This is an optimization exercise on Yosys and OpenROAD, whose aim is small area, a short achievable clock period and few clock cycles per item, not a production implementation.
RTL that was checked went through simulation tests only; none was proved equivalent to the original.
No activity file was given, so power comes from the tool's default toggle rates.

==> flow/design.v (excerpt) <==
module text_full_justify_top (
	input  wire logic       clk,
	input  wire logic       arst_n,
	input  wire logic       cfg_we,
	input  wire logic [5:0] cfg_wdata,
	input  wire logic       in_valid,
	output logic            in_ready,
	input  wire logic [7:0] in_byte,
	input  wire logic       in_byte_valid,
	input  wire logic       in_word_end,
	input  wire logic       in_text_end,
	output logic            out_valid,
	input  wire logic       out_ready,
	output logic [7:0]      out_byte,
	output logic            out_line_last,
	output logic            out_word_cut
);
	logic [5:0] w_q;
	logic       rdy_q;
	logic       it_v;
	logic [7:0] it_b;
	logic       it_bv;
	logic       it_cl;
	logic       it_te;
	logic [5:0] wlc_q;    
	logic       wfull_q;  
	logic       ovf_q;    
	logic       b_v;
	logic [5:0] b_wl;
	logic       b_ovf;
	logic       b_ne;     
	logic       b_brk;    
	logic       b_tep;    
	logic [5:0] len_q;    
	logic [4:0] n_q;      
	logic       cut_q;
	logic [5:0] rp1_q;    
	logic       le_q;     
	logic       dst_q;
	logic [2:0] dcnt_q;
	logic [4:0] ds_q;
	logic [3:0] dr_q;
	logic       nl_v;
	logic [5:0] nl_len;
	logic       nl_cut;
	logic [4:0] nl_bm1;
	logic [3:0] nl_rem;
	logic       nl_take;
	logic       q_v;
	logic [8:0] q_data;
	logic       rd_take;
	logic [6:0] mc;
	logic       accept;
	logic       in_cl;
	logic       a_stall;
	logic       a_cons;
	logic       store;
	logic [5:0] wlc_new;
	logic       xfer;
	logic       ne_new;
	logic       b_fresh;
  ...
Size: ~750 flip-flops, about 34 I/O pins, ~32000 um2 of cells after synthesis.
Settings: LEC_CHECK=0, ABC_CLOCK_PERIOD_IN_PS=2600, CAP_MARGIN=20, CORE_MARGIN=2, CORE_UTILIZATION=70, CTS_CLUSTER_DIAMETER=70, CTS_CLUSTER_SIZE=24, SETUP_SLACK_MARGIN=4.5, SLEW_MARGIN=20; clock period 7.0 ns.
run.sh (not shown) runs the stock make flow with config.mk's settings and CLKGATE_MAP_FILE= SYNTH_SCRIPT=/design/flow/synth_recipe.tcl, a recipe that flattens the netlist after the stock synthesis.
Next try:
--- a/flow/design.v
+++ b/flow/design.v
@@ -168,23 +168,22 @@
 	input  wire logic       arst_n,
 	input  wire logic       wr_en,
 	input  wire logic       wr_adv,
 	input  wire logic [8:0] wr_data,
 	input  wire logic       rd_take,
 	output logic            q_v,
 	output logic [8:0]      q_data,
-	output logic [6:0]      mc_o
+	output logic [6:0]      mc
 );
 	logic [8:0] mem [64];
 	logic [3:0] wa_q;
 	logic [3:0] wb_q;
 	logic [3:0] wc_q;
-	logic [6:0] ra_q;     
-	logic [6:0] wn_q;     
-	logic [6:0] mc;       
+	logic [5:0] ra_q;
+	logic [6:0] mc_q;     
 	logic       ne_q;     
 	logic       load;
 	logic [8:0] r1 [16];
 	logic [8:0] r2 [4];
 	logic [8:0] rd;
 	always_comb begin
 		for (int i = 0; i < 16; i++) begin
@@ -194,16 +193,15 @@
 		for (int i = 0; i < 4; i++) begin
 			r2[i] = ra_q[3] ? (ra_q[2] ? r1[4 * i + 3] : r1[4 * i + 2])
 				: (ra_q[2] ? r1[4 * i + 1] : r1[4 * i]);
 		end
 		rd = ra_q[5] ? (ra_q[4] ? r2[3] : r2[2]) : (ra_q[4] ? r2[1] : r2[0]);
 	end
 	assign load = (rd_take || !q_v) && ne_q;
-	assign mc   = wn_q - ra_q;
-	assign mc_o = mc;
+	assign mc   = mc_q;
 	always_ff @(posedge clk) begin
 		for (int i = 0; i < 64; i++) begin
 			if (wr_en && wa_q[i % 4] && wb_q[(i / 4) % 4] && wc_q[i / 16]) begin
 				mem[i] <= wr_data;
 			end
 		end
 		if (load) begin
@@ -211,34 +209,36 @@
 		end
 	end
 	always_ff @(posedge clk or negedge arst_n) begin
 		if (!arst_n) begin
 			wa_q <= 4'b0001;
 			wb_q <= 4'b0001;
 			wc_q <= 4'b0001;
-			ra_q <= 7'd0;
-			wn_q <= 7'd0;
+			ra_q <= 6'd0;
+			mc_q <= 7'd0;
 			ne_q <= 1'b0;
 			q_v  <= 1'b0;
 		end else begin
 			if (wr_adv) begin
 				wa_q <= {wa_q[2:0], wa_q[3]};
 				if (wa_q[3]) begin
 					wb_q <= {wb_q[2:0], wb_q[3]};
 					if (wb_q[3]) begin
 						wc_q <= {wc_q[2:0], wc_q[3]};
 					end
 				end
 			end
-			if (wr_adv) begin
-				wn_q <= wn_q + 7'd1;
+			if (wr_adv && !load) begin
+				mc_q <= mc_q + 7'd1;
+			end else if (!wr_adv && load) begin
+				mc_q <= mc_q - 7'd1;
 			end
-			ne_q <= wr_adv || (ne_q && !(mc == 7'd1 && load));
+			ne_q <= wr_adv || (ne_q && !(mc_q == 7'd1 && load));
 			if (load) begin
-				ra_q <= ra_q + 7'd1;
+				ra_q <= ra_q + 6'd1;
 				q_v  <= 1'b1;
 			end else if (rd_take) begin
 				q_v <= 1'b0;
 			end
 		end
 	end
 endmodule
@@ -459,15 +459,15 @@
 		.arst_n  (arst_n),
 		.wr_en   (it_v && it_bv && !wfull_q),
 		.wr_adv  (store),
 		.wr_data ({wlc_q == 6'd0, it_b}),
 		.rd_take (rd_take),
 		.q_v     (q_v),
 		.q_data  (q_data),
-		.mc_o    (mc)
+		.mc      (mc)
 	);
 	tfj_ctrl u_ctrl (
 		.clk           (clk),
 		.arst_n        (arst_n),
 		.w             (w_q),
 		.nl_ready      (nl_v),
 		.nl_len        (nl_len),
=> The new run completed without violations. Total power increases by 0.81%. Fmax goes up by 3.2%. Wire length decreases by 0.39%. First-iteration DRC count went up by 8.8%. Global-route usage went up by 1.2 points. Worst setup slack improved by 0.081 ns.
Testbench counts after the change, summed over its fixed seeds: cycles 14,959, bytes 14,730.
Only the layout flow was run in the first run of this note; the RTL was not checked for function there.

## afterwards: timing with drivers on the ports
Ports are ideal in the flow. The routed layouts listed here were re-timed in OpenROAD. Step 1 sets driving cells, clkbuf_16 on the clock port and buf_2 on the other inputs (assumed; they add their load-dependent delay and slew). Step 2, shift: input delay + t, output delay - t, t = (earliest + latest rising clock arrival at the registers) / 2. This alone moves slack from input paths to output paths. Slacks: no drivers / after step 1 / after step 2; pairs: no drivers / after step 1.
run | shift t [ns] | slack for setup (ns) | worst setup path after step 2
the first run | 0.643 | 4.346 / 4.346 / 4.033 | input to register
the second run | 0.659 | 4.427 / 4.366 / 4.308 | input to register
After both steps setup and hold are still met in every run listed. For the first run, which loses most, drivers alone change the setup slack by 0.000 ns; drivers and shift together by -0.313 ns.
